From an optimization exercise on the open Yosys and OpenROAD flow, aimed at small area, a short achievable clock period and few clock cycles per item; shortcuts taken in it are not production practice. Where RTL was checked, it was by simulation tests only, not by an equivalence proof against the original.

Setup of nickel:
Design ex_muldiv_hilo, start of the top module:
module ex_muldiv_hilo #(
   parameter int WIDTH      = 32,
   parameter int MUL_CYCLES = 1
) (
   input  logic             clk,
   input  logic             reset,
   input  logic             pipe2_valid_in,
   input  logic [2:0]       md_op,
   input  logic [WIDTH-1:0] vsrc1,
   input  logic [WIDTH-1:0] vsrc2,
   input  logic             pipe2_flush,
   input  logic             pipe3_allow_in,
   output logic             pipe2_allow_in,
   output logic             md_busy,
   output logic [WIDTH-1:0] hi,
   output logic [WIDTH-1:0] lo
);
   localparam logic [2:0] S_IDLE = 3'd0, S_MUL = 3'd1, S_DIVN = 3'd2, S_DIV = 3'd3,
                          S_FIN  = 3'd4, S_DONE = 3'd5;
   localparam logic [2:0] OP_MULT = 3'b001, OP_MULTU = 3'b010, OP_DIV = 3'b011,
                          OP_DIVU = 3'b100, OP_MTHI = 3'b101, OP_MTLO = 3'b110;
   logic [2:0]  state_q, state_d;
   logic        busy_q, done_q;
   logic [4:0]  cnt_q, cnt_d;
   logic [31:0] hi_q, hi_d, lo_q, lo_d;
   logic [63:0] s_q, s_d, c_q, c_d;       
   logic [31:0] opa_q, opb_q;             
   logic        negq_q, negr_q, div_q;
   logic        is_mul, is_div, long_op, op_signed;
   logic [1:0]  ctop;
   assign is_mul    = (md_op == OP_MULT) | (md_op == OP_MULTU);
   assign is_div    = (md_op == OP_DIV)  | (md_op == OP_DIVU);
   assign long_op   = pipe2_valid_in & (is_mul | is_div);
   assign op_signed = (md_op == OP_MULT) | (md_op == OP_DIV);
   function automatic logic uniform(input logic [31:0] v, input int lsb, input logic sg);
      logic u0, u1;
      u0 = 1'b1; u1 = 1'b1;
      for (int i = 0; i < 32; i++) if (i >= lsb) begin
         u0 = u0 & ~v[i];
         u1 = u1 & v[i];
      end
      uniform = u0 | (sg & u1);
   endfunction
   always_comb begin
      if (!uniform(vsrc2, 23, op_signed))      ctop = 2'd3;
      else if (!uniform(vsrc2, 15, op_signed)) ctop = 2'd2;
      else if (!uniform(vsrc2, 7, op_signed))  ctop = 2'd1;
      else                                     ctop = 2'd0;
   end
   function automatic void csa(input logic [63:0] x, input logic [63:0] y, input logic [63:0] z,
                               output logic [63:0] s, output logic [63:0] c);
      s = x ^ y ^ z;
  ...
For scale: about 3,400 cells after synthesis, ~290 flip-flops, ~28,000 um2 of cells after synthesis.
==> module ex_muldiv_hilo_add, before the edit <==
module ex_muldiv_hilo_add #(parameter N = 33) (input [N-1:0] a, input [N-1:0] b, input cin, output [N-1:0] s, output cout);
  localparam int L = (N <= 2) ? 1 : (N <= 4) ? 2 : (N <= 8) ? 3 : (N <= 16) ? 4 :
                      (N <= 32) ? 5 : (N <= 64) ? 6 : 7;    
  wire [N-1:0] g0 = a & b, p0 = a ^ b;
  reg [N:0] c;
  reg [N-1:0] G, P;
  integer i, lvl;
  always @* begin
    G = g0; P = p0;
    G[0] = g0[0] | (p0[0] & cin);
    for (lvl = 0; lvl < L; lvl = lvl + 1)
      for (i = 0; i < N; i = i + 1)
        if (((i+1) % (2<<lvl)) == 0) begin
          G[i] = G[i] | (P[i] & G[i-(1<<lvl)]);
          P[i] = P[i] & P[i-(1<<lvl)];
        end
    for (lvl = L-2; lvl >= 0; lvl = lvl - 1)
      for (i = 0; i < N; i = i + 1)
        if (((i+1) % (2<<lvl)) == (1<<lvl) && (i+1) >= 3*(1<<lvl)) begin
          G[i] = G[i] | (P[i] & G[i-(1<<lvl)]);
          P[i] = P[i] & P[i-(1<<lvl)];
        end
    c[0] = cin;
    for (i = 0; i < N; i = i + 1) c[i+1] = G[i];
  end
  assign s = p0 ^ c[N-1:0];
  assign cout = c[N];
endmodule
Settings: LEC_CHECK=0, CAP_MARGIN=20, CORE_MARGIN=2, CORE_UTILIZATION=40, SETUP_SLACK_MARGIN=4, SLEW_MARGIN=20; clock period 8.5 ns.
run.sh (not shown) runs the stock make flow with config.mk's settings and CLKGATE_MAP_FILE= SYNTH_SCRIPT=/design/flow/synth_recipe.tcl, a recipe that flattens the netlist after the stock synthesis.
nickel completed; timing, DRC and antenna clean
Testbench counts of nickel, summed over its fixed seeds: cycles 10,900, items 3,200.
For onyx, these inputs were changed with respect to nickel:
==> flow/design.v, changed modules only <==
module ex_muldiv_hilo_add #(parameter N = 33) (input [N-1:0] a, input [N-1:0] b, input cin, output [N-1:0] s, output cout);
  localparam L = $clog2(N);
  wire [N-1:0] g0 = a & b, p0 = a ^ b;
  reg [N:0] c;
  reg [N-1:0] G, P;
  integer i, lvl;
  always @* begin
    G = g0; P = p0;
    G[0] = g0[0] | (p0[0] & cin);
    for (lvl = 0; lvl < L; lvl = lvl + 1)
      for (i = 0; i < N; i = i + 1)
        if (((i+1) % (2<<lvl)) == 0) begin
          G[i] = G[i] | (P[i] & G[i-(1<<lvl)]);
          P[i] = P[i] & P[i-(1<<lvl)];
        end
    for (lvl = L-2; lvl >= 0; lvl = lvl - 1)
      for (i = 0; i < N; i = i + 1)
        if (((i+1) % (2<<lvl)) == (1<<lvl) && (i+1) >= 3*(1<<lvl)) begin
          G[i] = G[i] | (P[i] & G[i-(1<<lvl)]);
          P[i] = P[i] & P[i-(1<<lvl)];
        end
    c[0] = cin;
    for (i = 0; i < N; i = i + 1) c[i+1] = G[i];
  end
  assign s = p0 ^ c[N-1:0];
  assign cout = c[N];
endmodule
- onyx went all the way through the flow, and no timing, DRC or antenna check failed.
- As far as number of clock-tree buffers in the layout is concerned, nickel and onyx perform about the same.
- As far as setup slack goes, onyx and nickel are indistinguishable; the numbers are identical.
- As far as cell count goes, nickel and onyx are indistinguishable; the numbers are identical.
- The data arrival time of the critical path on onyx is in line with that on nickel.
- onyx against nickel: global routing usage on met3 did not really move, global-route usage did not really move.
- As far as number of vias after detailed routing goes, onyx and nickel are indistinguishable; the numbers are identical.
Function not checked in onyx: the RTL went through the layout flow alone.

==> port drivers added, routing unchanged <==
No port has a modelled driver above. Below, the same layouts with a new extraction and two added sets of constraints. Step 1 sets driving cells, clkbuf_16 on the clock port and buf_2 on the other inputs (assumed; they add their load-dependent delay and slew). Step 2 also shifts input and output timing later by t, the mid clock arrival at the registers, as if the neighbouring blocks saw the same clock. a / b / c = no drivers / after step 1 / after step 2; a / b = the first two.
| run | t, ns | slack for setup (ns) | hold WS [ns] | worst setup path after step 2 | clock arrival spread, ns |
|---|---|---|---|---|---|
| nickel | 0.613 | 4.120 / 4.100 / 3.593 | 0.452 / 0.452 / 0.452 | input to register | 0.019 / 0.019 |
| onyx | 0.613 | 4.120 / 4.100 / 3.593 | 0.452 / 0.452 / 0.452 | input to register | 0.019 / 0.019 |
After both steps setup and hold are still met in every run listed.
